What follows belongs to an exercise in optimizing a design on an open flow for small area, a short achievable clock period and few clock cycles; a production flow would make more cautious choices. Function was checked by simulation only, so behaviour that the tests miss may differ from the original. The flow treats the clock pin as an ideal source, which a real chip does not have. Power is estimated from default activity; no workload was simulated.

$ cat flow/config.mk
export PLATFORM = sky130hd
export DESIGN_NAME = fixed_arith_top
export DESIGN_NICKNAME = fixed_arith_top
export VERILOG_FILES = /design/flow/design.v
export SDC_FILE = /design/flow/constraint.sdc
export NUM_CORES = 4
export LEC_CHECK = 0
export CAP_MARGIN = 20
export CORE_MARGIN = 2
export CORE_UTILIZATION = 65
export CTS_BUF_LIST = sky130_fd_sc_hd__clkbuf_8
export SETUP_SLACK_MARGIN = 2.5
export SLEW_MARGIN = 20
export SYNTH_HIERARCHICAL = 1
export SYNTH_MINIMUM_KEEP_SIZE = 0
$ cat flow/constraint.sdc
create_clock -name core_clock -period 5.5 [get_ports {clk}]
set_input_delay 1.1000 -clock core_clock [delete_from_list [all_inputs] [get_ports {clk}]]
set_output_delay 1.1000 -clock core_clock [all_outputs]
set_load 0.01 [all_outputs]
$ cat flow/design.v
`default_nettype none
package fixed_arith_pkg;
  localparam int FIX_W  = 16;
  localparam int FRAC_W = 8;
  localparam int PROD_W = 32;  
  localparam logic [31:0] REG_OP_A      = 32'h00;
  localparam logic [31:0] REG_OP_B      = 32'h04;
  localparam logic [31:0] REG_SUM       = 32'h08;
  localparam logic [31:0] REG_PROD      = 32'h0C;
  localparam logic [31:0] REG_PROD_FULL = 32'h10;
  localparam logic [1:0] RESP_OKAY = 2'b00;
  typedef logic [FIX_W-1:0] fix_t;
  typedef struct packed {
    fix_t a;  
    fix_t b;  
  } fix_operands_t;
  typedef struct packed {
    fix_t sum;
    logic overflow;  
  } add_result_t;
  typedef struct packed {
    logic [PROD_W-1:0] full;
    fix_t              product;  
    logic              overflow;
    logic              precision_lost;
  } mul_result_t;
endpackage
`default_nettype wire
`default_nettype none
`timescale 1ns/10ps
module fixed_add_unit
(
  input  logic [fixed_arith_pkg::FIX_W-1:0] a,
  input  logic [fixed_arith_pkg::FIX_W-1:0] b,
  output fixed_arith_pkg::add_result_t      add_res
);
  assign {add_res.overflow, add_res.sum} = {1'b0, a} + {1'b0, b};
endmodule
`default_nettype wire
`default_nettype none
`timescale 1ns/10ps
module fixed_mul_unit
(
  input  logic        clk,
  input  logic [15:0] a,
  input  logic [15:0] b,
  input  logic [7:0]  bone,   
  input  logic [7:0]  btwo,   
  output logic [31:0] p,
  output logic        ovf,   
  output logic        prec   
);
  logic bo0, bt0, bn0, bp0_0, bp0_1, bp0_2, bp0_3, bp0_4, bp0_5, bp0_6;
  logic bp0_7, bp0_8, bp0_9, bp0_10, bp0_11, bp0_12, bp0_13, bp0_14, bp0_15, bp0_16;
  logic bs0, bo1, bt1, bn1, bp1_0, bp1_1, bp1_2, bp1_3, bp1_4, bp1_5;
  logic bp1_6, bp1_7, bp1_8, bp1_9, bp1_10, bp1_11, bp1_12, bp1_13, bp1_14, bp1_15;
  logic bp1_16, bs1, bo2, bt2, bn2, bp2_0, bp2_1, bp2_2, bp2_3, bp2_4;
  logic bp2_5, bp2_6, bp2_7, bp2_8, bp2_9, bp2_10, bp2_11, bp2_12, bp2_13, bp2_14;
  logic bp2_15, bp2_16, bs2, bo3, bt3, bn3, bp3_0, bp3_1, bp3_2, bp3_3;
  logic bp3_4, bp3_5, bp3_6, bp3_7, bp3_8, bp3_9, bp3_10, bp3_11, bp3_12, bp3_13;
  logic bp3_14, bp3_15, bp3_16, bs3, bo4, bt4, bn4, bp4_0, bp4_1, bp4_2;
  logic bp4_3, bp4_4, bp4_5, bp4_6, bp4_7, bp4_8, bp4_9, bp4_10, bp4_11, bp4_12;
  logic bp4_13, bp4_14, bp4_15, bp4_16, bs4, bo5, bt5, bn5, bp5_0, bp5_1;
  logic bp5_2, bp5_3, bp5_4, bp5_5, bp5_6, bp5_7, bp5_8, bp5_9, bp5_10, bp5_11;
  logic bp5_12, bp5_13, bp5_14, bp5_15, bp5_16, bs5, bo6, bt6, bn6, bp6_0;
  logic bp6_1, bp6_2, bp6_3, bp6_4, bp6_5, bp6_6, bp6_7, bp6_8, bp6_9, bp6_10;
  logic bp6_11, bp6_12, bp6_13, bp6_14, bp6_15, bp6_16, bs6, bo7, bt7, bn7;
  logic bp7_0, bp7_1, bp7_2, bp7_3, bp7_4, bp7_5, bp7_6, bp7_7, bp7_8, bp7_9;
  logic bp7_10, bp7_11, bp7_12, bp7_13, bp7_14, bp7_15, bp7_16, bs7, bp8_0, bp8_1;
  logic bp8_2, bp8_3, bp8_4, bp8_5, bp8_6, bp8_7, bp8_8, bp8_9, bp8_10, bp8_11;
  logic bp8_12, bp8_13, bp8_14, bp8_15, hs0, hc0, hs1, hc1, fs0, fc0;
  logic hs2, hc2, fs1, fc1, hs3, hc3, fs2, fc2, fs3, fc3;
  logic hs4, hc4, fs4, fc4, fs5, fc5, hs5, hc5, fs6, fc6;
  logic fs7, fc7, fs8, fc8, fs9, fc9, fs10, fc10, fs11, fc11;
  logic fs12, fc12, fs13, fc13, fs14, fc14, fs15, fc15, fs16, fc16;
  logic fs17, fc17, fs18, fc18, fs19, fc19, hs6, hc6, fs20, fc20;
  logic fs21, fc21, fs22, fc22, hs7, hc7, fs23, fc23, hs8, hc8;
  logic hs9, hc9, hs10, hc10, fs24, fc24, hs11, hc11, fs25, fc25;
  logic hs12, hc12, fs26, fc26, fs27, fc27, fs28, fc28, fs29, fc29;
  logic fs30, fc30, fs31, fc31, fs32, fc32, fs33, fc33, fs34, fc34;
  logic fs35, fc35, fs36, fc36, fs37, fc37, fs38, fc38, fs39, fc39;
  logic fs40, fc40, fs41, fc41, fs42, fc42, fs43, fc43, fs44, fc44;
  logic fs45, fc45, fs46, fc46, fs47, fc47, fs48, fc48, fs49, fc49;
  logic fs50, fc50, fs51, fc51, fs52, fc52, fs53, fc53, fs54, fc54;
  logic fs55, fc55, fs56, fc56, fs57, fc57, fs58, fc58, hs13, hc13;
  logic fs59, fc59, hs14, hc14, hs15, hc15, hs16, hc16, fs60, fc60;
  logic fs61, fc61, fs62, fc62, fs63, fc63, fs64, fc64, fs65, fc65;
  logic fs66, fc66, fs67, fc67, fs68, fc68, fs69, fc69, fs70, fc70;
  logic fs71, fc71, fs72, fc72, fs73, fc73, fs74, fc74, fs75, fc75;
  logic fs76, fc76, fs77, fc77, fs78, fc78, fs79, fc79, fs80, fc80;
  logic fs81, fc81, fs82, fc82, fs83, fc83, hs17, hc17, fs84, fc84;
  logic fs85, fc85, fs86, fc86, fs87, fc87, fs88, fc88, fs89, fc89;
  logic fs90, fc90;
  logic [31:0] r0_q;
  logic [31:0] r1_q;
  logic [31:0] r2_q;
  logic hs18, hc18, fs91, fc91, fs92, fc92, fs93, fc93, fs94, fc94;
  logic fs95, fc95, fs96, fc96, fs97, fc97, fs98, fc98, fs99, fc99;
  logic fs100, fc100, fs101, fc101, fs102, fc102, fs103, fc103, fs104, fc104;
  logic fs105, fc105, fs106, fc106, fs107, fc107, fs108, fc108, fs109, fc109;
  logic fs110, fc110, fs111, fc111, fs112, fc112;
  logic [31:0] x, y;
  assign bo0 = bone[0];
  assign bt0 = btwo[0];
  assign bn0 = b[1];
  assign bp0_0 = ((bo0 & a[0])) ^ bn0;
  assign bp0_1 = ((bo0 & a[1]) | (bt0 & a[0])) ^ bn0;
  assign bp0_2 = ((bo0 & a[2]) | (bt0 & a[1])) ^ bn0;
  assign bp0_3 = ((bo0 & a[3]) | (bt0 & a[2])) ^ bn0;
  assign bp0_4 = ((bo0 & a[4]) | (bt0 & a[3])) ^ bn0;
  assign bp0_5 = ((bo0 & a[5]) | (bt0 & a[4])) ^ bn0;
  assign bp0_6 = ((bo0 & a[6]) | (bt0 & a[5])) ^ bn0;
  assign bp0_7 = ((bo0 & a[7]) | (bt0 & a[6])) ^ bn0;
  assign bp0_8 = ((bo0 & a[8]) | (bt0 & a[7])) ^ bn0;
  assign bp0_9 = ((bo0 & a[9]) | (bt0 & a[8])) ^ bn0;
  assign bp0_10 = ((bo0 & a[10]) | (bt0 & a[9])) ^ bn0;
  assign bp0_11 = ((bo0 & a[11]) | (bt0 & a[10])) ^ bn0;
  assign bp0_12 = ((bo0 & a[12]) | (bt0 & a[11])) ^ bn0;
  assign bp0_13 = ((bo0 & a[13]) | (bt0 & a[12])) ^ bn0;
  assign bp0_14 = ((bo0 & a[14]) | (bt0 & a[13])) ^ bn0;
  assign bp0_15 = ((bo0 & a[15]) | (bt0 & a[14])) ^ bn0;
  assign bp0_16 = ((bt0 & a[15])) ^ bn0;
  assign bs0 = ~bn0;
  assign bo1 = bone[1];
  assign bt1 = btwo[1];
  assign bn1 = b[3];
  assign bp1_0 = ((bo1 & a[0])) ^ bn1;
  assign bp1_1 = ((bo1 & a[1]) | (bt1 & a[0])) ^ bn1;
  assign bp1_2 = ((bo1 & a[2]) | (bt1 & a[1])) ^ bn1;
  assign bp1_3 = ((bo1 & a[3]) | (bt1 & a[2])) ^ bn1;
  assign bp1_4 = ((bo1 & a[4]) | (bt1 & a[3])) ^ bn1;
  assign bp1_5 = ((bo1 & a[5]) | (bt1 & a[4])) ^ bn1;
  assign bp1_6 = ((bo1 & a[6]) | (bt1 & a[5])) ^ bn1;
  assign bp1_7 = ((bo1 & a[7]) | (bt1 & a[6])) ^ bn1;
  assign bp1_8 = ((bo1 & a[8]) | (bt1 & a[7])) ^ bn1;
  assign bp1_9 = ((bo1 & a[9]) | (bt1 & a[8])) ^ bn1;
  assign bp1_10 = ((bo1 & a[10]) | (bt1 & a[9])) ^ bn1;
  assign bp1_11 = ((bo1 & a[11]) | (bt1 & a[10])) ^ bn1;
  assign bp1_12 = ((bo1 & a[12]) | (bt1 & a[11])) ^ bn1;
  assign bp1_13 = ((bo1 & a[13]) | (bt1 & a[12])) ^ bn1;
  assign bp1_14 = ((bo1 & a[14]) | (bt1 & a[13])) ^ bn1;
  assign bp1_15 = ((bo1 & a[15]) | (bt1 & a[14])) ^ bn1;
  assign bp1_16 = ((bt1 & a[15])) ^ bn1;
  assign bs1 = ~bn1;
  assign bo2 = bone[2];
  assign bt2 = btwo[2];
  assign bn2 = b[5];
  assign bp2_0 = ((bo2 & a[0])) ^ bn2;
  assign bp2_1 = ((bo2 & a[1]) | (bt2 & a[0])) ^ bn2;
  assign bp2_2 = ((bo2 & a[2]) | (bt2 & a[1])) ^ bn2;
  assign bp2_3 = ((bo2 & a[3]) | (bt2 & a[2])) ^ bn2;
  assign bp2_4 = ((bo2 & a[4]) | (bt2 & a[3])) ^ bn2;
  assign bp2_5 = ((bo2 & a[5]) | (bt2 & a[4])) ^ bn2;
  assign bp2_6 = ((bo2 & a[6]) | (bt2 & a[5])) ^ bn2;
  assign bp2_7 = ((bo2 & a[7]) | (bt2 & a[6])) ^ bn2;
  assign bp2_8 = ((bo2 & a[8]) | (bt2 & a[7])) ^ bn2;
  assign bp2_9 = ((bo2 & a[9]) | (bt2 & a[8])) ^ bn2;
  assign bp2_10 = ((bo2 & a[10]) | (bt2 & a[9])) ^ bn2;
  assign bp2_11 = ((bo2 & a[11]) | (bt2 & a[10])) ^ bn2;
  assign bp2_12 = ((bo2 & a[12]) | (bt2 & a[11])) ^ bn2;
  assign bp2_13 = ((bo2 & a[13]) | (bt2 & a[12])) ^ bn2;
  assign bp2_14 = ((bo2 & a[14]) | (bt2 & a[13])) ^ bn2;
  assign bp2_15 = ((bo2 & a[15]) | (bt2 & a[14])) ^ bn2;
  assign bp2_16 = ((bt2 & a[15])) ^ bn2;
  assign bs2 = ~bn2;
  assign bo3 = bone[3];
  assign bt3 = btwo[3];
  assign bn3 = b[7];
  assign bp3_0 = ((bo3 & a[0])) ^ bn3;
  assign bp3_1 = ((bo3 & a[1]) | (bt3 & a[0])) ^ bn3;
  assign bp3_2 = ((bo3 & a[2]) | (bt3 & a[1])) ^ bn3;
  assign bp3_3 = ((bo3 & a[3]) | (bt3 & a[2])) ^ bn3;
  assign bp3_4 = ((bo3 & a[4]) | (bt3 & a[3])) ^ bn3;
  assign bp3_5 = ((bo3 & a[5]) | (bt3 & a[4])) ^ bn3;
  assign bp3_6 = ((bo3 & a[6]) | (bt3 & a[5])) ^ bn3;
  assign bp3_7 = ((bo3 & a[7]) | (bt3 & a[6])) ^ bn3;
  assign bp3_8 = ((bo3 & a[8]) | (bt3 & a[7])) ^ bn3;
  assign bp3_9 = ((bo3 & a[9]) | (bt3 & a[8])) ^ bn3;
  assign bp3_10 = ((bo3 & a[10]) | (bt3 & a[9])) ^ bn3;
  assign bp3_11 = ((bo3 & a[11]) | (bt3 & a[10])) ^ bn3;
  assign bp3_12 = ((bo3 & a[12]) | (bt3 & a[11])) ^ bn3;
  assign bp3_13 = ((bo3 & a[13]) | (bt3 & a[12])) ^ bn3;
  assign bp3_14 = ((bo3 & a[14]) | (bt3 & a[13])) ^ bn3;
  assign bp3_15 = ((bo3 & a[15]) | (bt3 & a[14])) ^ bn3;
  assign bp3_16 = ((bt3 & a[15])) ^ bn3;
  assign bs3 = ~bn3;
  assign bo4 = bone[4];
  assign bt4 = btwo[4];
  assign bn4 = b[9];
  assign bp4_0 = ((bo4 & a[0])) ^ bn4;
  assign bp4_1 = ((bo4 & a[1]) | (bt4 & a[0])) ^ bn4;
  assign bp4_2 = ((bo4 & a[2]) | (bt4 & a[1])) ^ bn4;
  assign bp4_3 = ((bo4 & a[3]) | (bt4 & a[2])) ^ bn4;
  assign bp4_4 = ((bo4 & a[4]) | (bt4 & a[3])) ^ bn4;
  assign bp4_5 = ((bo4 & a[5]) | (bt4 & a[4])) ^ bn4;
  assign bp4_6 = ((bo4 & a[6]) | (bt4 & a[5])) ^ bn4;
  assign bp4_7 = ((bo4 & a[7]) | (bt4 & a[6])) ^ bn4;
  assign bp4_8 = ((bo4 & a[8]) | (bt4 & a[7])) ^ bn4;
  assign bp4_9 = ((bo4 & a[9]) | (bt4 & a[8])) ^ bn4;
  assign bp4_10 = ((bo4 & a[10]) | (bt4 & a[9])) ^ bn4;
  assign bp4_11 = ((bo4 & a[11]) | (bt4 & a[10])) ^ bn4;
  assign bp4_12 = ((bo4 & a[12]) | (bt4 & a[11])) ^ bn4;
  assign bp4_13 = ((bo4 & a[13]) | (bt4 & a[12])) ^ bn4;
  assign bp4_14 = ((bo4 & a[14]) | (bt4 & a[13])) ^ bn4;
  assign bp4_15 = ((bo4 & a[15]) | (bt4 & a[14])) ^ bn4;
  assign bp4_16 = ((bt4 & a[15])) ^ bn4;
  assign bs4 = ~bn4;
  assign bo5 = bone[5];
  assign bt5 = btwo[5];
  assign bn5 = b[11];
  assign bp5_0 = ((bo5 & a[0])) ^ bn5;
  assign bp5_1 = ((bo5 & a[1]) | (bt5 & a[0])) ^ bn5;
  assign bp5_2 = ((bo5 & a[2]) | (bt5 & a[1])) ^ bn5;
  assign bp5_3 = ((bo5 & a[3]) | (bt5 & a[2])) ^ bn5;
  assign bp5_4 = ((bo5 & a[4]) | (bt5 & a[3])) ^ bn5;
  assign bp5_5 = ((bo5 & a[5]) | (bt5 & a[4])) ^ bn5;
  assign bp5_6 = ((bo5 & a[6]) | (bt5 & a[5])) ^ bn5;
  assign bp5_7 = ((bo5 & a[7]) | (bt5 & a[6])) ^ bn5;
  assign bp5_8 = ((bo5 & a[8]) | (bt5 & a[7])) ^ bn5;
  assign bp5_9 = ((bo5 & a[9]) | (bt5 & a[8])) ^ bn5;
  assign bp5_10 = ((bo5 & a[10]) | (bt5 & a[9])) ^ bn5;
  assign bp5_11 = ((bo5 & a[11]) | (bt5 & a[10])) ^ bn5;
  assign bp5_12 = ((bo5 & a[12]) | (bt5 & a[11])) ^ bn5;
  assign bp5_13 = ((bo5 & a[13]) | (bt5 & a[12])) ^ bn5;
  assign bp5_14 = ((bo5 & a[14]) | (bt5 & a[13])) ^ bn5;
  assign bp5_15 = ((bo5 & a[15]) | (bt5 & a[14])) ^ bn5;
  assign bp5_16 = ((bt5 & a[15])) ^ bn5;
  assign bs5 = ~bn5;
  assign bo6 = bone[6];
  assign bt6 = btwo[6];
  assign bn6 = b[13];
  assign bp6_0 = ((bo6 & a[0])) ^ bn6;
  assign bp6_1 = ((bo6 & a[1]) | (bt6 & a[0])) ^ bn6;
  assign bp6_2 = ((bo6 & a[2]) | (bt6 & a[1])) ^ bn6;
  assign bp6_3 = ((bo6 & a[3]) | (bt6 & a[2])) ^ bn6;
  assign bp6_4 = ((bo6 & a[4]) | (bt6 & a[3])) ^ bn6;
  assign bp6_5 = ((bo6 & a[5]) | (bt6 & a[4])) ^ bn6;
  assign bp6_6 = ((bo6 & a[6]) | (bt6 & a[5])) ^ bn6;
  assign bp6_7 = ((bo6 & a[7]) | (bt6 & a[6])) ^ bn6;
  assign bp6_8 = ((bo6 & a[8]) | (bt6 & a[7])) ^ bn6;
  assign bp6_9 = ((bo6 & a[9]) | (bt6 & a[8])) ^ bn6;
  assign bp6_10 = ((bo6 & a[10]) | (bt6 & a[9])) ^ bn6;
  assign bp6_11 = ((bo6 & a[11]) | (bt6 & a[10])) ^ bn6;
  assign bp6_12 = ((bo6 & a[12]) | (bt6 & a[11])) ^ bn6;
  assign bp6_13 = ((bo6 & a[13]) | (bt6 & a[12])) ^ bn6;
  assign bp6_14 = ((bo6 & a[14]) | (bt6 & a[13])) ^ bn6;
  assign bp6_15 = ((bo6 & a[15]) | (bt6 & a[14])) ^ bn6;
  assign bp6_16 = ((bt6 & a[15])) ^ bn6;
  assign bs6 = ~bn6;
  assign bo7 = bone[7];
  assign bt7 = btwo[7];
  assign bn7 = b[15];
  assign bp7_0 = ((bo7 & a[0])) ^ bn7;
  assign bp7_1 = ((bo7 & a[1]) | (bt7 & a[0])) ^ bn7;
  assign bp7_2 = ((bo7 & a[2]) | (bt7 & a[1])) ^ bn7;
  assign bp7_3 = ((bo7 & a[3]) | (bt7 & a[2])) ^ bn7;
  assign bp7_4 = ((bo7 & a[4]) | (bt7 & a[3])) ^ bn7;
  assign bp7_5 = ((bo7 & a[5]) | (bt7 & a[4])) ^ bn7;
  assign bp7_6 = ((bo7 & a[6]) | (bt7 & a[5])) ^ bn7;
  assign bp7_7 = ((bo7 & a[7]) | (bt7 & a[6])) ^ bn7;
  assign bp7_8 = ((bo7 & a[8]) | (bt7 & a[7])) ^ bn7;
  assign bp7_9 = ((bo7 & a[9]) | (bt7 & a[8])) ^ bn7;
  assign bp7_10 = ((bo7 & a[10]) | (bt7 & a[9])) ^ bn7;
  assign bp7_11 = ((bo7 & a[11]) | (bt7 & a[10])) ^ bn7;
  assign bp7_12 = ((bo7 & a[12]) | (bt7 & a[11])) ^ bn7;
  assign bp7_13 = ((bo7 & a[13]) | (bt7 & a[12])) ^ bn7;
  assign bp7_14 = ((bo7 & a[14]) | (bt7 & a[13])) ^ bn7;
  assign bp7_15 = ((bo7 & a[15]) | (bt7 & a[14])) ^ bn7;
  assign bp7_16 = ((bt7 & a[15])) ^ bn7;
  assign bs7 = ~bn7;
  assign bp8_0 = a[0] & b[15];
  assign bp8_1 = a[1] & b[15];
  assign bp8_2 = a[2] & b[15];
  assign bp8_3 = a[3] & b[15];
  assign bp8_4 = a[4] & b[15];
  assign bp8_5 = a[5] & b[15];
  assign bp8_6 = a[6] & b[15];
  assign bp8_7 = a[7] & b[15];
  assign bp8_8 = a[8] & b[15];
  assign bp8_9 = a[9] & b[15];
  assign bp8_10 = a[10] & b[15];
  assign bp8_11 = a[11] & b[15];
  assign bp8_12 = a[12] & b[15];
  assign bp8_13 = a[13] & b[15];
  assign bp8_14 = a[14] & b[15];
  assign bp8_15 = a[15] & b[15];
  assign hs0 = bn5 ^ bp0_10;
  assign hc0 = bn5 & bp0_10;
  assign hs1 = bp0_11 ^ bp1_9;
  assign hc1 = bp0_11 & bp1_9;
  fixed_fa u_fs0 (.x(bn6), .y(bp0_12), .z(bp1_10), .s(fs0), .c(fc0));
  assign hs2 = bp2_8 ^ bp3_6;
  assign hc2 = bp2_8 & bp3_6;
  fixed_fa u_fs1 (.x(bp0_13), .y(bp1_11), .z(bp2_9), .s(fs1), .c(fc1));
  assign hs3 = bp3_7 ^ bp4_5;
  assign hc3 = bp3_7 & bp4_5;
  fixed_fa u_fs2 (.x(bn7), .y(bp0_14), .z(bp1_12), .s(fs2), .c(fc2));
  fixed_fa u_fs3 (.x(bp2_10), .y(bp3_8), .z(bp4_6), .s(fs3), .c(fc3));
  assign hs4 = bp5_4 ^ bp6_2;
  assign hc4 = bp5_4 & bp6_2;
  fixed_fa u_fs4 (.x(bp0_15), .y(bp1_13), .z(bp2_11), .s(fs4), .c(fc4));
  fixed_fa u_fs5 (.x(bp3_9), .y(bp4_7), .z(bp5_5), .s(fs5), .c(fc5));
  assign hs5 = bp6_3 ^ bp7_1;
  assign hc5 = bp6_3 & bp7_1;
  fixed_fa u_fs6 (.x(bp8_0), .y(bp0_16), .z(bp1_14), .s(fs6), .c(fc6));
  fixed_fa u_fs7 (.x(bp2_12), .y(bp3_10), .z(bp4_8), .s(fs7), .c(fc7));
  fixed_fa u_fs8 (.x(bp5_6), .y(bp6_4), .z(bp7_2), .s(fs8), .c(fc8));
  fixed_fa u_fs9 (.x(bn0), .y(bp8_1), .z(bp1_15), .s(fs9), .c(fc9));
  fixed_fa u_fs10 (.x(bp2_13), .y(bp3_11), .z(bp4_9), .s(fs10), .c(fc10));
  fixed_fa u_fs11 (.x(bp5_7), .y(bp6_5), .z(bp7_3), .s(fs11), .c(fc11));
  fixed_fa u_fs12 (.x(bn0), .y(bp8_2), .z(bp1_16), .s(fs12), .c(fc12));
  fixed_fa u_fs13 (.x(bp2_14), .y(bp3_12), .z(bp4_10), .s(fs13), .c(fc13));
  fixed_fa u_fs14 (.x(bp5_8), .y(bp6_6), .z(bp7_4), .s(fs14), .c(fc14));
  fixed_fa u_fs15 (.x(bs0), .y(bs1), .z(bp8_3), .s(fs15), .c(fc15));
  fixed_fa u_fs16 (.x(bp2_15), .y(bp3_13), .z(bp4_11), .s(fs16), .c(fc16));
  fixed_fa u_fs17 (.x(bp5_9), .y(bp6_7), .z(bp7_5), .s(fs17), .c(fc17));
  fixed_fa u_fs18 (.x(1'b1), .y(bp8_4), .z(bp2_16), .s(fs18), .c(fc18));
  fixed_fa u_fs19 (.x(bp3_14), .y(bp4_12), .z(bp5_10), .s(fs19), .c(fc19));
  assign hs6 = bp6_8 ^ bp7_6;
  assign hc6 = bp6_8 & bp7_6;
  fixed_fa u_fs20 (.x(bs2), .y(bp8_5), .z(bp3_15), .s(fs20), .c(fc20));
  fixed_fa u_fs21 (.x(bp4_13), .y(bp5_11), .z(bp6_9), .s(fs21), .c(fc21));
  fixed_fa u_fs22 (.x(1'b1), .y(bp8_6), .z(bp3_16), .s(fs22), .c(fc22));
  assign hs7 = bp4_14 ^ bp5_12;
  assign hc7 = bp4_14 & bp5_12;
  fixed_fa u_fs23 (.x(bs3), .y(bp8_7), .z(bp4_15), .s(fs23), .c(fc23));
  assign hs8 = 1'b1 ^ bp8_8;
  assign hc8 = 1'b1 & bp8_8;
  assign hs9 = bn3 ^ bp0_6;
  assign hc9 = bn3 & bp0_6;
  assign hs10 = bp0_7 ^ bp1_5;
  assign hc10 = bp0_7 & bp1_5;
  fixed_fa u_fs24 (.x(bn4), .y(bp0_8), .z(bp1_6), .s(fs24), .c(fc24));
  assign hs11 = bp2_4 ^ bp3_2;
  assign hc11 = bp2_4 & bp3_2;
  fixed_fa u_fs25 (.x(bp0_9), .y(bp1_7), .z(bp2_5), .s(fs25), .c(fc25));
  assign hs12 = bp3_3 ^ bp4_1;
  assign hc12 = bp3_3 & bp4_1;
  fixed_fa u_fs26 (.x(bp1_8), .y(bp2_6), .z(bp3_4), .s(fs26), .c(fc26));
  fixed_fa u_fs27 (.x(bp4_2), .y(bp5_0), .z(hs0), .s(fs27), .c(fc27));
  fixed_fa u_fs28 (.x(bp2_7), .y(bp3_5), .z(bp4_3), .s(fs28), .c(fc28));
  fixed_fa u_fs29 (.x(bp5_1), .y(hc0), .z(hs1), .s(fs29), .c(fc29));
  fixed_fa u_fs30 (.x(bp4_4), .y(bp5_2), .z(bp6_0), .s(fs30), .c(fc30));
  fixed_fa u_fs31 (.x(hc1), .y(hs2), .z(fs0), .s(fs31), .c(fc31));
  fixed_fa u_fs32 (.x(bp5_3), .y(bp6_1), .z(hc2), .s(fs32), .c(fc32));
  fixed_fa u_fs33 (.x(hs3), .y(fc0), .z(fs1), .s(fs33), .c(fc33));
  fixed_fa u_fs34 (.x(bp7_0), .y(hc3), .z(hs4), .s(fs34), .c(fc34));
  fixed_fa u_fs35 (.x(fc1), .y(fs2), .z(fs3), .s(fs35), .c(fc35));
  fixed_fa u_fs36 (.x(hc4), .y(hs5), .z(fc2), .s(fs36), .c(fc36));
  fixed_fa u_fs37 (.x(fc3), .y(fs4), .z(fs5), .s(fs37), .c(fc37));
  fixed_fa u_fs38 (.x(hc5), .y(fc4), .z(fc5), .s(fs38), .c(fc38));
  fixed_fa u_fs39 (.x(fs6), .y(fs7), .z(fs8), .s(fs39), .c(fc39));
  fixed_fa u_fs40 (.x(fc6), .y(fc7), .z(fc8), .s(fs40), .c(fc40));
  fixed_fa u_fs41 (.x(fs9), .y(fs10), .z(fs11), .s(fs41), .c(fc41));
  fixed_fa u_fs42 (.x(fc9), .y(fc10), .z(fc11), .s(fs42), .c(fc42));
  fixed_fa u_fs43 (.x(fs12), .y(fs13), .z(fs14), .s(fs43), .c(fc43));
  fixed_fa u_fs44 (.x(fs15), .y(fc12), .z(fc13), .s(fs44), .c(fc44));
  fixed_fa u_fs45 (.x(fc14), .y(fs16), .z(fs17), .s(fs45), .c(fc45));
  fixed_fa u_fs46 (.x(fc15), .y(hs6), .z(fc16), .s(fs46), .c(fc46));
  fixed_fa u_fs47 (.x(fc17), .y(fs18), .z(fs19), .s(fs47), .c(fc47));
  fixed_fa u_fs48 (.x(bp7_7), .y(hc6), .z(fc18), .s(fs48), .c(fc48));
  fixed_fa u_fs49 (.x(fc19), .y(fs20), .z(fs21), .s(fs49), .c(fc49));
  fixed_fa u_fs50 (.x(bp6_10), .y(bp7_8), .z(hs7), .s(fs50), .c(fc50));
  fixed_fa u_fs51 (.x(fc20), .y(fc21), .z(fs22), .s(fs51), .c(fc51));
  fixed_fa u_fs52 (.x(bp5_13), .y(bp6_11), .z(bp7_9), .s(fs52), .c(fc52));
  fixed_fa u_fs53 (.x(hc7), .y(fc22), .z(fs23), .s(fs53), .c(fc53));
  fixed_fa u_fs54 (.x(hs8), .y(bp4_16), .z(bp5_14), .s(fs54), .c(fc54));
  fixed_fa u_fs55 (.x(bp6_12), .y(bp7_10), .z(fc23), .s(fs55), .c(fc55));
  fixed_fa u_fs56 (.x(bs4), .y(bp8_9), .z(hc8), .s(fs56), .c(fc56));
  fixed_fa u_fs57 (.x(bp5_15), .y(bp6_13), .z(bp7_11), .s(fs57), .c(fc57));
  fixed_fa u_fs58 (.x(1'b1), .y(bp8_10), .z(bp5_16), .s(fs58), .c(fc58));
  assign hs13 = bp6_14 ^ bp7_12;
  assign hc13 = bp6_14 & bp7_12;
  fixed_fa u_fs59 (.x(bs5), .y(bp8_11), .z(bp6_15), .s(fs59), .c(fc59));
  assign hs14 = 1'b1 ^ bp8_12;
  assign hc14 = 1'b1 & bp8_12;
  assign hs15 = bn2 ^ bp0_4;
  assign hc15 = bn2 & bp0_4;
  assign hs16 = bp0_5 ^ bp1_3;
  assign hc16 = bp0_5 & bp1_3;
  fixed_fa u_fs60 (.x(bp1_4), .y(bp2_2), .z(bp3_0), .s(fs60), .c(fc60));
  fixed_fa u_fs61 (.x(bp2_3), .y(bp3_1), .z(hc9), .s(fs61), .c(fc61));
  fixed_fa u_fs62 (.x(bp4_0), .y(hc10), .z(hs11), .s(fs62), .c(fc62));
  fixed_fa u_fs63 (.x(hc11), .y(hs12), .z(fc24), .s(fs63), .c(fc63));
  fixed_fa u_fs64 (.x(hc12), .y(fc25), .z(fs26), .s(fs64), .c(fc64));
  fixed_fa u_fs65 (.x(fc26), .y(fs28), .z(fc27), .s(fs65), .c(fc65));
  fixed_fa u_fs66 (.x(fc28), .y(fs30), .z(fc29), .s(fs66), .c(fc66));
  fixed_fa u_fs67 (.x(fc30), .y(fs32), .z(fc31), .s(fs67), .c(fc67));
  fixed_fa u_fs68 (.x(fc32), .y(fs34), .z(fc33), .s(fs68), .c(fc68));
  fixed_fa u_fs69 (.x(fc34), .y(fc35), .z(fs36), .s(fs69), .c(fc69));
  fixed_fa u_fs70 (.x(fc36), .y(fc37), .z(fs38), .s(fs70), .c(fc70));
  fixed_fa u_fs71 (.x(fc38), .y(fc39), .z(fs40), .s(fs71), .c(fc71));
  fixed_fa u_fs72 (.x(fc40), .y(fc41), .z(fs42), .s(fs72), .c(fc72));
  fixed_fa u_fs73 (.x(fc42), .y(fc43), .z(fs44), .s(fs73), .c(fc73));
  fixed_fa u_fs74 (.x(fc44), .y(fc45), .z(fs46), .s(fs74), .c(fc74));
  fixed_fa u_fs75 (.x(fc46), .y(fc47), .z(fs48), .s(fs75), .c(fc75));
  fixed_fa u_fs76 (.x(fs50), .y(fc48), .z(fc49), .s(fs76), .c(fc76));
  fixed_fa u_fs77 (.x(fs52), .y(fc50), .z(fc51), .s(fs77), .c(fc77));
  fixed_fa u_fs78 (.x(fc52), .y(fs54), .z(fc53), .s(fs78), .c(fc78));
  fixed_fa u_fs79 (.x(fs56), .y(fc54), .z(fs57), .s(fs79), .c(fc79));
  fixed_fa u_fs80 (.x(fc56), .y(hs13), .z(fc57), .s(fs80), .c(fc80));
  fixed_fa u_fs81 (.x(bp7_13), .y(hc13), .z(fc58), .s(fs81), .c(fc81));
  fixed_fa u_fs82 (.x(hs14), .y(bp6_16), .z(bp7_14), .s(fs82), .c(fc82));
  fixed_fa u_fs83 (.x(bs6), .y(bp8_13), .z(hc14), .s(fs83), .c(fc83));
  assign hs17 = 1'b1 ^ bp8_14;
  assign hc17 = 1'b1 & bp8_14;
  fixed_fa u_fs84 (.x(bn1), .y(bp0_2), .z(bp1_0), .s(fs84), .c(fc84));
  fixed_fa u_fs85 (.x(fs58), .y(fc79), .z(fs80), .s(fs85), .c(fc85));
  fixed_fa u_fs86 (.x(fs59), .y(fc80), .z(fs81), .s(fs86), .c(fc86));
  fixed_fa u_fs87 (.x(fc59), .y(fs82), .z(fc81), .s(fs87), .c(fc87));
  fixed_fa u_fs88 (.x(bp7_15), .y(fs83), .z(fc82), .s(fs88), .c(fc88));
  fixed_fa u_fs89 (.x(hs17), .y(bp7_16), .z(fc83), .s(fs89), .c(fc89));
  fixed_fa u_fs90 (.x(bs7), .y(bp8_15), .z(hc17), .s(fs90), .c(fc90));
  always_ff @(posedge clk)
  begin
    r0_q[0] <= bn0;
    r1_q[0] <= bp0_0;
    r0_q[1] <= bp0_1;
    r0_q[2] <= fs84;
    r0_q[3] <= bp0_3;
    r1_q[3] <= bp1_1;
    r2_q[3] <= fc84;
    r0_q[4] <= bp1_2;
    r1_q[4] <= bp2_0;
    r2_q[4] <= hs15;
    r0_q[5] <= bp2_1;
    r1_q[5] <= hc15;
    r2_q[5] <= hs16;
    r0_q[6] <= hc16;
    r1_q[6] <= hs9;
    r2_q[6] <= fs60;
    r0_q[7] <= hs10;
    r1_q[7] <= fc60;
    r2_q[7] <= fs61;
    r0_q[8] <= fs24;
    r1_q[8] <= fc61;
    r2_q[8] <= fs62;
    r0_q[9] <= fs25;
    r1_q[9] <= fc62;
    r2_q[9] <= fs63;
    r0_q[10] <= fs27;
    r1_q[10] <= fc63;
    r2_q[10] <= fs64;
    r0_q[11] <= fs29;
    r1_q[11] <= fc64;
    r2_q[11] <= fs65;
    r0_q[12] <= fs31;
    r1_q[12] <= fc65;
    r2_q[12] <= fs66;
    r0_q[13] <= fs33;
    r1_q[13] <= fc66;
    r2_q[13] <= fs67;
    r0_q[14] <= fs35;
    r1_q[14] <= fc67;
    r2_q[14] <= fs68;
    r0_q[15] <= fs37;
    r1_q[15] <= fc68;
    r2_q[15] <= fs69;
    r0_q[16] <= fs39;
    r1_q[16] <= fc69;
    r2_q[16] <= fs70;
    r0_q[17] <= fs41;
    r1_q[17] <= fc70;
    r2_q[17] <= fs71;
    r0_q[18] <= fs43;
    r1_q[18] <= fc71;
    r2_q[18] <= fs72;
    r0_q[19] <= fs45;
    r1_q[19] <= fc72;
    r2_q[19] <= fs73;
    r0_q[20] <= fs47;
    r1_q[20] <= fc73;
    r2_q[20] <= fs74;
    r0_q[21] <= fs49;
    r1_q[21] <= fc74;
    r2_q[21] <= fs75;
    r0_q[22] <= fs51;
    r1_q[22] <= fc75;
    r2_q[22] <= fs76;
    r0_q[23] <= fs53;
    r1_q[23] <= fc76;
    r2_q[23] <= fs77;
    r0_q[24] <= fs55;
    r1_q[24] <= fc77;
    r2_q[24] <= fs78;
    r0_q[25] <= fc55;
    r1_q[25] <= fs79;
    r2_q[25] <= fc78;
    r0_q[26] <= fs85;
    r0_q[27] <= fc85;
    r1_q[27] <= fs86;
    r0_q[28] <= fc86;
    r1_q[28] <= fs87;
    r0_q[29] <= fs88;
    r1_q[29] <= fc87;
    r0_q[30] <= fs89;
    r1_q[30] <= fc88;
    r0_q[31] <= fs90;
    r1_q[31] <= fc89;
  end
  assign r1_q[1] = 1'b0;
  assign r1_q[2] = 1'b0;
  assign r1_q[26] = 1'b0;
  assign r2_q[0] = 1'b0;
  assign r2_q[1] = 1'b0;
  assign r2_q[2] = 1'b0;
  assign r2_q[26] = 1'b0;
  assign r2_q[27] = 1'b0;
  assign r2_q[28] = 1'b0;
  assign r2_q[29] = 1'b0;
  assign r2_q[30] = 1'b0;
  assign r2_q[31] = 1'b0;
  assign hs18 = r0_q[3] ^ r1_q[3];
  assign hc18 = r0_q[3] & r1_q[3];
  fixed_fa u_fs91 (.x(r0_q[4]), .y(r1_q[4]), .z(r2_q[4]), .s(fs91), .c(fc91));
  fixed_fa u_fs92 (.x(r0_q[5]), .y(r1_q[5]), .z(r2_q[5]), .s(fs92), .c(fc92));
  fixed_fa u_fs93 (.x(r0_q[6]), .y(r1_q[6]), .z(r2_q[6]), .s(fs93), .c(fc93));
  fixed_fa u_fs94 (.x(r0_q[7]), .y(r1_q[7]), .z(r2_q[7]), .s(fs94), .c(fc94));
  fixed_fa u_fs95 (.x(r0_q[8]), .y(r1_q[8]), .z(r2_q[8]), .s(fs95), .c(fc95));
  fixed_fa u_fs96 (.x(r0_q[9]), .y(r1_q[9]), .z(r2_q[9]), .s(fs96), .c(fc96));
  fixed_fa u_fs97 (.x(r0_q[10]), .y(r1_q[10]), .z(r2_q[10]), .s(fs97), .c(fc97));
  fixed_fa u_fs98 (.x(r0_q[11]), .y(r1_q[11]), .z(r2_q[11]), .s(fs98), .c(fc98));
  fixed_fa u_fs99 (.x(r0_q[12]), .y(r1_q[12]), .z(r2_q[12]), .s(fs99), .c(fc99));
  fixed_fa u_fs100 (.x(r0_q[13]), .y(r1_q[13]), .z(r2_q[13]), .s(fs100), .c(fc100));
  fixed_fa u_fs101 (.x(r0_q[14]), .y(r1_q[14]), .z(r2_q[14]), .s(fs101), .c(fc101));
  fixed_fa u_fs102 (.x(r0_q[15]), .y(r1_q[15]), .z(r2_q[15]), .s(fs102), .c(fc102));
  fixed_fa u_fs103 (.x(r0_q[16]), .y(r1_q[16]), .z(r2_q[16]), .s(fs103), .c(fc103));
  fixed_fa u_fs104 (.x(r0_q[17]), .y(r1_q[17]), .z(r2_q[17]), .s(fs104), .c(fc104));
  fixed_fa u_fs105 (.x(r0_q[18]), .y(r1_q[18]), .z(r2_q[18]), .s(fs105), .c(fc105));
  fixed_fa u_fs106 (.x(r0_q[19]), .y(r1_q[19]), .z(r2_q[19]), .s(fs106), .c(fc106));
  fixed_fa u_fs107 (.x(r0_q[20]), .y(r1_q[20]), .z(r2_q[20]), .s(fs107), .c(fc107));
  fixed_fa u_fs108 (.x(r0_q[21]), .y(r1_q[21]), .z(r2_q[21]), .s(fs108), .c(fc108));
  fixed_fa u_fs109 (.x(r0_q[22]), .y(r1_q[22]), .z(r2_q[22]), .s(fs109), .c(fc109));
  fixed_fa u_fs110 (.x(r0_q[23]), .y(r1_q[23]), .z(r2_q[23]), .s(fs110), .c(fc110));
  fixed_fa u_fs111 (.x(r0_q[24]), .y(r1_q[24]), .z(r2_q[24]), .s(fs111), .c(fc111));
  fixed_fa u_fs112 (.x(r0_q[25]), .y(r1_q[25]), .z(r2_q[25]), .s(fs112), .c(fc112));
  assign x[0] = r0_q[0];
  assign y[0] = r1_q[0];
  assign x[1] = r0_q[1];
  assign y[1] = 1'b0;
  assign x[2] = r0_q[2];
  assign y[2] = 1'b0;
  assign x[3] = r2_q[3];
  assign y[3] = hs18;
  assign x[4] = hc18;
  assign y[4] = fs91;
  assign x[5] = fc91;
  assign y[5] = fs92;
  assign x[6] = fc92;
  assign y[6] = fs93;
  assign x[7] = fc93;
  assign y[7] = fs94;
  assign x[8] = fc94;
  assign y[8] = fs95;
  assign x[9] = fc95;
  assign y[9] = fs96;
  assign x[10] = fc96;
  assign y[10] = fs97;
  assign x[11] = fc97;
  assign y[11] = fs98;
  assign x[12] = fc98;
  assign y[12] = fs99;
  assign x[13] = fc99;
  assign y[13] = fs100;
  assign x[14] = fc100;
  assign y[14] = fs101;
  assign x[15] = fc101;
  assign y[15] = fs102;
  assign x[16] = fc102;
  assign y[16] = fs103;
  assign x[17] = fc103;
  assign y[17] = fs104;
  assign x[18] = fc104;
  assign y[18] = fs105;
  assign x[19] = fc105;
  assign y[19] = fs106;
  assign x[20] = fc106;
  assign y[20] = fs107;
  assign x[21] = fc107;
  assign y[21] = fs108;
  assign x[22] = fc108;
  assign y[22] = fs109;
  assign x[23] = fc109;
  assign y[23] = fs110;
  assign x[24] = fc110;
  assign y[24] = fs111;
  assign x[25] = fc111;
  assign y[25] = fs112;
  assign x[26] = r0_q[26];
  assign y[26] = fc112;
  assign x[27] = r0_q[27];
  assign y[27] = r1_q[27];
  assign x[28] = r0_q[28];
  assign y[28] = r1_q[28];
  assign x[29] = r0_q[29];
  assign y[29] = r1_q[29];
  assign x[30] = r0_q[30];
  assign y[30] = r1_q[30];
  assign x[31] = r0_q[31];
  assign y[31] = r1_q[31];
  logic [7:0]  z;
  assign p = x + y;
  assign z[0] = p[24];
  assign z[7:1] = (x[31:25] ^ y[31:25]) ^ (x[30:24] | y[30:24]);
  assign ovf  = |z;
  assign prec = |p[7:0];
endmodule
`default_nettype wire
`default_nettype none
module fixed_fa
(
  input  logic x,
  input  logic y,
  input  logic z,
  output logic s,
  output logic c
);
  assign s = x ^ y ^ z;
  assign c = (x & y) | (x & z) | (y & z);
endmodule
`default_nettype wire
`default_nettype none
`timescale 1ns/10ps
module axil_fixed_regs
#(
  parameter int ADDR_W = 5
)
(
  input  logic              clk,
  input  logic              rst_n,
  input  logic [ADDR_W-1:0] awaddr,
  input  logic              awvalid,
  output logic              awready,
  input  logic [31:0]       wdata,
  input  logic [3:0]        wstrb,
  input  logic              wvalid,
  output logic              wready,
  output logic [1:0]        bresp,
  output logic              bvalid,
  input  logic              bready,
  input  logic [ADDR_W-1:0] araddr,
  input  logic              arvalid,
  output logic              arready,
  output logic [31:0]       rdata,
  output logic [1:0]        rresp,
  output logic              rvalid,
  input  logic              rready,
  output fixed_arith_pkg::fix_operands_t operands,
  output logic [7:0]        b_one,      
  output logic [7:0]        b_two,      
  input  fixed_arith_pkg::add_result_t   add_res,
  input  logic [fixed_arith_pkg::PROD_W-1:0] prod,
  input  logic              prod_ovf,   
  input  logic              prod_prec   
);
  logic        wr_fire;
  logic        wr_op_a;
  logic        wr_op_b;
  logic        wr_op_q;
  logic        wr_b_lo;
  logic        wr_b_hi;
  logic [15:0] b_next;
  logic [16:0] bw;        
  logic [16:0] bn;        
  logic [7:0]  one_w;
  logic [7:0]  two_w;
  logic        one_n4;
  logic        two_n4;
  logic        rd_fire;
  logic [31:0] rd_map;
  assign awready = ~bvalid;
  assign wready  = ~bvalid;
  assign wr_fire = awvalid & wvalid & ~bvalid;
  assign wr_op_a = wr_fire & (awaddr[ADDR_W-1:2] == fixed_arith_pkg::REG_OP_A[ADDR_W-1:2]);
  assign wr_op_b = wr_fire & (awaddr[ADDR_W-1:2] == fixed_arith_pkg::REG_OP_B[ADDR_W-1:2]);
  assign bresp   = fixed_arith_pkg::RESP_OKAY;
  assign wr_b_lo = wr_op_b & wstrb[0];
  assign wr_b_hi = wr_op_b & wstrb[1];
  assign b_next  = {wr_b_hi ? wdata[15:8] : operands.b[15:8], wr_b_lo ? wdata[7:0] : operands.b[7:0]};
  assign bw      = {wdata[15:0], 1'b0};
  assign bn      = {b_next, 1'b0};
  always_comb
  begin
    for (int k = 0; k < 8; k++)
    begin
      one_w[k] = bw[2*k+1] ^ bw[2*k];
      two_w[k] = bw[2*k+2] ? ~(bw[2*k+1] | bw[2*k]) : (bw[2*k+1] & bw[2*k]);
    end
  end
  assign one_n4 = bn[9] ^ bn[8];
  assign two_n4 = bn[10] ? ~(bn[9] | bn[8]) : (bn[9] & bn[8]);
  always_ff @(posedge clk or negedge rst_n)
  begin
    if (!rst_n)
    begin
      bvalid   <= 1'b0;
      wr_op_q  <= 1'b0;
      operands <= '0;
      b_one    <= '0;
      b_two    <= '0;
    end
    else
    begin
      if (wr_fire)
        bvalid <= 1'b1;
      else if (bready)
        bvalid <= 1'b0;
      wr_op_q <= wr_op_a | wr_op_b;
      if (wr_op_a & wstrb[0]) operands.a[7:0]  <= wdata[7:0];
      if (wr_op_a & wstrb[1]) operands.a[15:8] <= wdata[15:8];
      if (wr_op_b & wstrb[0]) operands.b[7:0]  <= wdata[7:0];
      if (wr_op_b & wstrb[1]) operands.b[15:8] <= wdata[15:8];
      if (wr_b_lo)
      begin
        b_one[3:0] <= one_w[3:0];
        b_two[3:0] <= two_w[3:0];
      end
      if (wr_b_hi)
      begin
        b_one[7:5] <= one_w[7:5];
        b_two[7:5] <= two_w[7:5];
      end
      if (wr_b_lo | wr_b_hi)
      begin
        b_one[4] <= one_n4;
        b_two[4] <= two_n4;
      end
    end
  end
  assign arready = ~rvalid & ~wr_op_q;
  assign rd_fire = arvalid & arready;
  assign rresp   = fixed_arith_pkg::RESP_OKAY;
  always_comb
  begin
    case (araddr[ADDR_W-1:2])
      3'd2:    rd_map = {15'd0, add_res.overflow, add_res.sum};
      3'd3:    rd_map = {14'd0, prod_prec, prod_ovf, prod[23:8]};
      3'd4:    rd_map = prod;
      default: rd_map = 32'd0;  
    endcase
  end
  always_ff @(posedge clk or negedge rst_n)
  begin
    if (!rst_n)
      rvalid <= 1'b0;
    else if (rd_fire)
      rvalid <= 1'b1;
    else if (rready)
      rvalid <= 1'b0;
  end
  always_ff @(posedge clk)
  begin
    if (!rvalid)
      rdata <= rd_map;
  end
endmodule
`default_nettype wire
`default_nettype none
`timescale 1ns/10ps
module fixed_arith_top
#(
  parameter int ADDR_W = 5
)
(
  input  logic              clk,
  input  logic              rst_n,
  input  logic [ADDR_W-1:0] awaddr,
  input  logic              awvalid,
  output logic              awready,
  input  logic [31:0]       wdata,
  input  logic [3:0]        wstrb,
  input  logic              wvalid,
  output logic              wready,
  output logic [1:0]        bresp,
  output logic              bvalid,
  input  logic              bready,
  input  logic [ADDR_W-1:0] araddr,
  input  logic              arvalid,
  output logic              arready,
  output logic [31:0]       rdata,
  output logic [1:0]        rresp,
  output logic              rvalid,
  input  logic              rready
);
  fixed_arith_pkg::fix_operands_t     operands;
  fixed_arith_pkg::add_result_t       add_res;
  logic [fixed_arith_pkg::PROD_W-1:0] prod;
  logic                               prod_ovf;
  logic [7:0]                         b_one;
  logic [7:0]                         b_two;
  logic                               prod_prec;
  axil_fixed_regs #(
    .ADDR_W (ADDR_W)
  ) u_regs (
    .clk       (clk),
    .rst_n     (rst_n),
    .awaddr    (awaddr),
    .awvalid   (awvalid),
    .awready   (awready),
    .wdata     (wdata),
    .wstrb     (wstrb),
    .wvalid    (wvalid),
    .wready    (wready),
    .bresp     (bresp),
    .bvalid    (bvalid),
    .bready    (bready),
    .araddr    (araddr),
    .arvalid   (arvalid),
    .arready   (arready),
    .rdata     (rdata),
    .rresp     (rresp),
    .rvalid    (rvalid),
    .rready    (rready),
    .operands  (operands),
    .b_one     (b_one),
    .b_two     (b_two),
    .add_res   (add_res),
    .prod      (prod),
    .prod_ovf  (prod_ovf),
    .prod_prec (prod_prec)
  );
  fixed_add_unit u_add (
    .a       (operands.a),
    .b       (operands.b),
    .add_res (add_res)
  );
  fixed_mul_unit u_mul (
    .clk (clk),
    .a   (operands.a),
    .b    (operands.b),
    .bone (b_one),
    .btwo (b_two),
    .p    (prod),
    .ovf  (prod_ovf),
    .prec (prod_prec)
  );
endmodule
`default_nettype wire
$ cat flow/flow/run.sh
#!/bin/bash
# The standard layout with three changes:
#  - the buffers that synthesis put in are removed at floorplanning
#    (REMOVE_ABC_BUFFERS), and timing repair adds back the ones needed;
#  - the smallest plain buffer on each port, in place of the delay buffer
#    ORFS's buffer_ports picks by default;
#  - after CTS, useful clock skew between the multiplier's pipeline stages
#    (flow/skew.tcl): the operand registers get their clock early and the
#    rdata registers late. Then the standard flow goes on from global routing.
set -euo pipefail
here=$(pwd)
res=$here/orfs/results/sky130hd/fixed_arith_top/base
bufs="BUFFER_PORTS_ARGS=-buffer_cell sky130_fd_sc_hd__buf_1"
rmbufs="REMOVE_ABC_BUFFERS=1"
source flow/skew.env
bash standard.sh "$bufs" "$rmbufs" SETUP_SLACK_MARGIN=$MARGIN_CTS cts > standard_cts.log 2>&1
cp $res/4_cts.odb $here/4_cts_noskew.odb
ODB_IN=$here/4_cts_noskew.odb SDC_IN=$res/4_cts.sdc ODB_OUT=$res/4_cts.odb \
  openroad -no_init -exit flow/skew.tcl > skew.log 2>&1
rm -f $here/4_cts_noskew.odb
bash standard.sh "$bufs" "$rmbufs" SETUP_SLACK_MARGIN=$MARGIN_ROUTE finish > standard_finish.log 2>&1
$ cat flow/flow/skew.env
# settings of flow/run.sh and flow/skew.tcl
export MARGIN_CTS=2.5
export MARGIN_ROUTE=3.0
export LATE_SPECS='{{u_regs.rdata*} sky130_fd_sc_hd__clkbuf_4 4 8}'
export EARLY_PAT="u_regs.operands* u_regs.b_one* u_regs.b_two*"
export EARLY_BUF=sky130_fd_sc_hd__clkbuf_16
export EARLY_N=2
export CLK_NET=clk
$ cat flow/flow/skew.tcl
set plat $::env(FLOW_HOME)/platforms/sky130hd
read_lef $plat/lef/sky130_fd_sc_hd.tlef
read_lef $plat/lef/sky130_fd_sc_hd_merged.lef
read_liberty $plat/lib/sky130_fd_sc_hd__tt_025C_1v80.lib
read_db $::env(ODB_IN)
read_sdc $::env(SDC_IN)
source $plat/setRC.tcl
set_propagated_clock [all_clocks]
estimate_parasitics -placement
puts "=== before"
report_worst_slack -max
report_worst_slack -min
report_checks -path_delay max -format end -group_path_count 6

set db [ord::get_db]
set block [ord::get_db_block]

proc by_x {a b} { expr {[lindex [$a getLocation] 0] - [lindex [$b getLocation] 0]} }

proc centroid {insts} {
  set sx 0; set sy 0
  foreach i $insts { set loc [$i getLocation]; set sx [expr {$sx + [lindex $loc 0]}]; set sy [expr {$sy + [lindex $loc 1]}] }
  return [list [expr {$sx / [llength $insts]}] [expr {$sy / [llength $insts]}]]
}

proc matches {name pats} {
  foreach p $pats { if {[string match $p $name]} { return 1 } }
  return 0
}

proc regs_matching {block pats} {
  set out {}
  foreach inst [$block getInsts] {
    if {![matches [$inst getName] $pats]} { continue }
    set it [$inst findITerm CLK]
    if {$it == "NULL" || $it == ""} { continue }
    lappend out $inst
  }
  return $out
}

proc add_buf {block master name drvnet x y} {
  set buf [odb::dbInst_create $block $master $name]
  $buf setLocation $x $y
  $buf setPlacementStatus PLACED
  set net [odb::dbNet_create $block "${name}_clk"]
  $net setSigType CLOCK
  [$buf findITerm A] connect $drvnet
  [$buf findITerm X] connect $net
  return $net
}

proc move_clk {insts net} {
  foreach i $insts {
    set it [$i findITerm CLK]
    $it disconnect
    $it connect $net
  }
}

# late registers, grouped by the CTS leaf net that clocks them. LATE_SPECS is
# a list of {patterns buffer chain max_group}: each group of at most max_group
# registers of a leaf net gets a chain of chain buffers.
set k 0
foreach spec $::env(LATE_SPECS) {
  lassign $spec pats bufname chain maxg
  set master [$db findMaster $bufname]
  array unset groups
  array set groups {}
  foreach inst [regs_matching $block $pats] {
    lappend groups([[[$inst findITerm CLK] getNet] getName]) $inst
  }
  foreach netname [lsort [array names groups]] {
    set oldnet [$block findNet $netname]
    set all [lsort -command by_x $groups($netname)]
    set ng [expr {int(ceil(double([llength $all]) / $maxg))}]
    set per [expr {int(ceil(double([llength $all]) / $ng))}]
    for {set g 0} {$g < $ng} {incr g} {
      set insts [lrange $all [expr {$g * $per}] [expr {($g + 1) * $per - 1}]]
      lassign [centroid $insts] x y
      set drv $oldnet
      for {set c 0} {$c < $chain} {incr c} {
        set drv [add_buf $block $master "skew_late_${k}_$c" $drv $x $y]
      }
      move_clk $insts $drv
      puts "late group $k ($pats): [llength $insts] registers from $netname"
      incr k
    }
  }
}

# early registers, split by position among EARLY_N buffers on the port's net
set early [lsort -command by_x [regs_matching $block $::env(EARLY_PAT)]]
set clknet [$block findNet $::env(CLK_NET)]
set n $::env(EARLY_N)
set per [expr {int(ceil(double([llength $early]) / $n))}]
for {set g 0} {$g < $n} {incr g} {
  set grp [lrange $early [expr {$g * $per}] [expr {($g + 1) * $per - 1}]]
  if {[llength $grp] == 0} { continue }
  lassign [centroid $grp] x y
  set net [add_buf $block [$db findMaster $::env(EARLY_BUF)] "skew_early_$g" $clknet $x $y]
  move_clk $grp $net
  puts "early group $g: [llength $grp] registers"
}

global_connect
detailed_placement
check_placement
estimate_parasitics -placement
puts "=== after"
report_worst_slack -max
report_worst_slack -min
report_checks -path_delay max -format end -group_path_count 6
report_clock_skew
write_db $::env(ODB_OUT)
$ cat flow/standard.sh
#!/bin/bash
# synth_recipe.tcl (not shown) runs the flow's synth.tcl, then flattens the netlist and writes it again
# the make line also repeats each setting of config.mk as NAME=value (left out here)
make -C /OpenROAD-flow-scripts/flow DESIGN_CONFIG=/design/flow/config.mk WORK_HOME=/design/flow/orfs CLKGATE_MAP_FILE= SYNTH_SCRIPT=/design/flow/synth_recipe.tcl "${@:-finish}"
==> results.py <==
metrics = {
    "timing": {
        "slew_violations": 0,
        "setup_tns_ns": 0,
        "slew_headroom": 0.581,
        "fin_skew_ns": 0.803,
        "worst_slew_pin_slew_ns": 0.621,
        "hold_slack_ns": 0.182,
        "layout_worst_path_cycle_share": 0.465,
        "setup_viol": 0,
        "fmax_ghz": 0.391,
        "final.setup.worst_slack_ns": 2.94,
        "hold_viol": 0,
        "rsz0062_at_grt": "true",
        "layout_min_cycle_time_ns": 2.56,
    },
    "yosys": {
        "ys_seq_area_frac": 0.291,
        "synthTopCellsByArea": "fa_1 17%, dfxtp_1 13%, xnor2_1 10%",
        "yosysTopAreaCell": "fa_1",
        "yosys_warnings": 20,
        "syn_inst": 1296,
        "ys_seq_elements": 166,
        "synth.avg_cell_area_um2": 10.3,
        "synth_area_um2": 13400,
        "synth-main-ff-cell": "dfxtp_1",
        "synth_edf_count": 32,
        "netlist.area_leader.share": 0.171,
        "async_flop_share": 0.301,
        "ys_types": 78,
    },
    "worst_setup_path": {
        "critPathKind": "register to primary output",
        "endpoint_kind": "primary output",
        "critPathMaxFanout": 1,
        "crit_required_ns": 4.40,
        "crit_slowest_cell": "edfxtp_1",
        "start_kind": "register",
        "path_cells": "clkbuf_2",
        "cp.arrival_ns": 1.46,
        "cp_top_family": "flip-flops",
        "crit_buf_inv": 1,
        "critical-path-max-stage-delay_ns": 0.36,
    },
    "hold_path": {
        "hold_path_class": "register to register",
    },
    "die": {
        "io_pins": 94,
        "initial_core_util": 0.661,
        "die_h_um": 147,
        "die_area_um2": 21700,
        "die_w_um": 147,
        "num_rows": 52,
        "coreArea_um2": 20200,
    },
    "flow_run": {
        "drv_cap": 0,
    },
    "clock_network": {
        "path_clk_slew_ns": 0.09,
        "cts.path.max_buffers": 2,
        "clock-sinks": 166,
        "htreeDepth": 4,
        "clock-root-buffer": "clkbuf_8",
        "clock_latency_ns": 0.96,
        "numCtsBuffers": 17,
        "cts_tree": "yes",
        "cts_hold_buf": 0,
    },
    "pwr": {
        "irDropWorstVdd_mv": 0.318,
        "intPower_mw": 5.56,
        "clockPowerShare": 0.126,
        "p_seq_frac": 0.214,
        "switching_share": 0.476,
        "p_per_area_nw_per_um2": 715,
        "finalPower_mw": 10.6,
        "combPwrFrac": 0.660,
        "p_switching_mw": 5.05,
        "p_leak_nw": 6.12,
    },
    "grt": {
        "grt.overflow.total": 0,
        "grt_pass1_vias": 10300,
        "grt_pass1_wl_mm": 53.6,
        "grt_antenna_before_repair": 1,
        "grt_max_degree": 51,
        "grt_util_all_layers": 0.318,
    },
    "cells_and_area": {
        "fin_nets": 1575,
        "area_delta_synth_final_pct": 11.0,
        "final_layout_size_suffix_gt1_frac": 0.187,
        "fin_util": 0.734,
    },
    "placement": {
        "routabilityCongestion": 0.902,
        "port_buffers": 67,
        "place_ws_ns": 2.29,
        "place_hpwl_mm": 22.4,
    },
    "routing": {
        "post_drt_wl_per_cell_um": 21.2,
        "route.detailed.drc": 0,
        "drtIter0Drc": 725,
        "ant_nets": 0,
        "first_pass_iters": 5,
        "vias": 10200,
        "routed_wl_mm": 34.1,
        "drt-vias-per-instance": 6.32,
    },
    "status": {
        "outcome": "finished clean",
    },
}
-- per-module statistics from Yosys, one instance, submodules excluded, excerpt --
| module | flip-flops and latches | times used | cells | cell area [µm²] |
|---|---|---|---|---|
| fixed_add_unit | 0 | 1 | 110 | 856 |
| fixed_fa | 0 | 113 | 1 | 20.0 |
| fixed_mul_unit | 84 | 1 | 770 | 6550 |
-- per-layer routing --
metal  vias to the layer above  routed length, µm  global-route usage
met2                       494              15800               0.489
met4                         2                940               0.133
li1                       4574                  -                   -
met5                         -                 34              0.0136
met3                       107               2650              0.0716
met1                      4997              14700               0.438
-- power by group through the flow --
stage	registers, mW	clock network (mW)	logic (mW)
5_1_grt	2.31	1.42	7.63
6_report	2.27	1.34	7.00
2_1_floorplan	2.20	0	4.28
4_1_cts	2.24	0.988	6.12
3_3_place_gp	2.26	0	5.79
3_5_place_dp	2.27	0	5.89
-- flip-flops by register name (all words and copies together) (netlist names) --
signal and cells:
u_mul.r2_q 23, u_regs.operands 31, u_mul.r0_q 32, u_regs.b_two 8, u_regs.rdata 32, u_regs.bvalid 1
u_regs.b_one 8, u_mul.r1_q 29, u_regs.rvalid 1, u_regs.wr_op_q 1
-- synth_stat cells, drive strengths merged (5+ instances only) --
cell type and number:
dfrtp 50, a211oi 9, mux2 24, nand2 96, nor4 10, edfxtp 32, ha 81, dfxtp 84
o31ai 6, and2 32, a22oi 120, nand4 11, o211ai 12, xnor2 157, mux2i 25, nor2b 5
inv 53, xor2 23, fa 114, and3 10, clkbuf 83, a21o 16, o21bai 6, nand3 11
a31oi 7, a21oi 39, o21ai 61, buf 35, a221oi 5, nor2 21, nor3 7
-- final timing paths --
check | from | end | slack [ns] | depth (start not counted)
worst max-delay path | u_regs.rdata[26] | rdata[26] | 2.94 | 1
worst min-delay path | u_mul.r1_q[0] | u_regs.rdata[0] | 0.18 | 3
worst max register to register | u_mul.r1_q[11] | u_regs.rdata[9] | 2.96 | 10
worst min register to register | u_mul.r1_q[0] | u_regs.rdata[0] | 0.18 | 3
max in group asynchronous | rst_n | u_regs.operands[24] | 4.00 | 2
min in group asynchronous | rst_n | u_regs.bvalid | 0.79 | 2
-- kinds of logic (layout without fill, tap and decap cells) --
kind of cell / Yosys count / count (layout) / synth area share
muxes: 49 / 49 / 0.0389
buffers and inverters: 171 / 210 / 0.0526
and+or+nand+nor: 223 / 223 / 0.0859
DFF: 166 / 166 / 0.291
other: 2 / 8 / 0.000561
AOI/OAI and AO/OA: 310 / 310 / 0.167
adders and majority gates: 195 / 195 / 0.246
xor gates and xnor gates: 180 / 180 / 0.118
-- cell usage in the layout (no fill, tap or decap), drive strengths merged, types with 25 or more instances in the layout --
cell	n
dfxtp	84
xnor2	157
edfxtp	32
ha	81
a22oi	120
clkbuf	73
fa	114
buf	69
a21oi	39
inv	61
and2	32
dfrtp	50
nand2	96
mux2i	25
o21ai	61
-- metrics by stage --
stage	area, µm²	instances
after floorplan	12900	1183
after global placement	13600	1534
after detailed placement	13600	1534
after CTS	14200	1570
after global routing	14800	1610
final	14800	1611
-- repair_timing --
action / CTS / global route
resized for setup: 22 / 110
setup endpoints to repair: 17 / 92
buffers inserted: 4 / 10
pin swaps: 4 / 24
-- area by class of cell --
type | count | area, µm²
Antenna cell | 1 | 2.50
Buffer | 30 | 260
Clock buffer | 17 | 234
Clock inverter | 15 | 206
Fill cell | 1503 | 5390
Inverter | 53 | 199
Multi-Input combinational cell | 964 | 9160
Sequential cell | 166 | 3940
Tap cell | 270 | 338
Timing Repair Buffer | 95 | 498
Testbench counts, summed over its fixed seeds: cycles 7,706.

[separate check: timing with driven ports]
The results above use ideal ports. As a check the final layout listed here was re-extracted and re-timed, cells and wires unchanged. Step 1: set_driving_cell puts a clkbuf_16 on clk and a buf_2 on each other input, an assumption about the parent block. Step 2, shift: input delay + t, output delay - t, t = (earliest + latest rising clock arrival at the registers) / 2. This alone moves slack from input paths to output paths. a / b / c = ideal / step 1 / step 2; a / b = the first two.
t, ns: 0.626
setup WS [ns]: 2.942 / 2.873 / 2.635
latest minus earliest clock arrival (ns): 0.806 / 0.806
slew at the worst register clock pin (ns): 0.11 / 0.11
cell pins on the clock port's net: 3
Clock arrivals are far apart in this run, so t is only a midpoint there and step 2 fits no single register. The setup slack of this run moves by -0.069 ns with the drivers and by -0.307 ns with both steps.
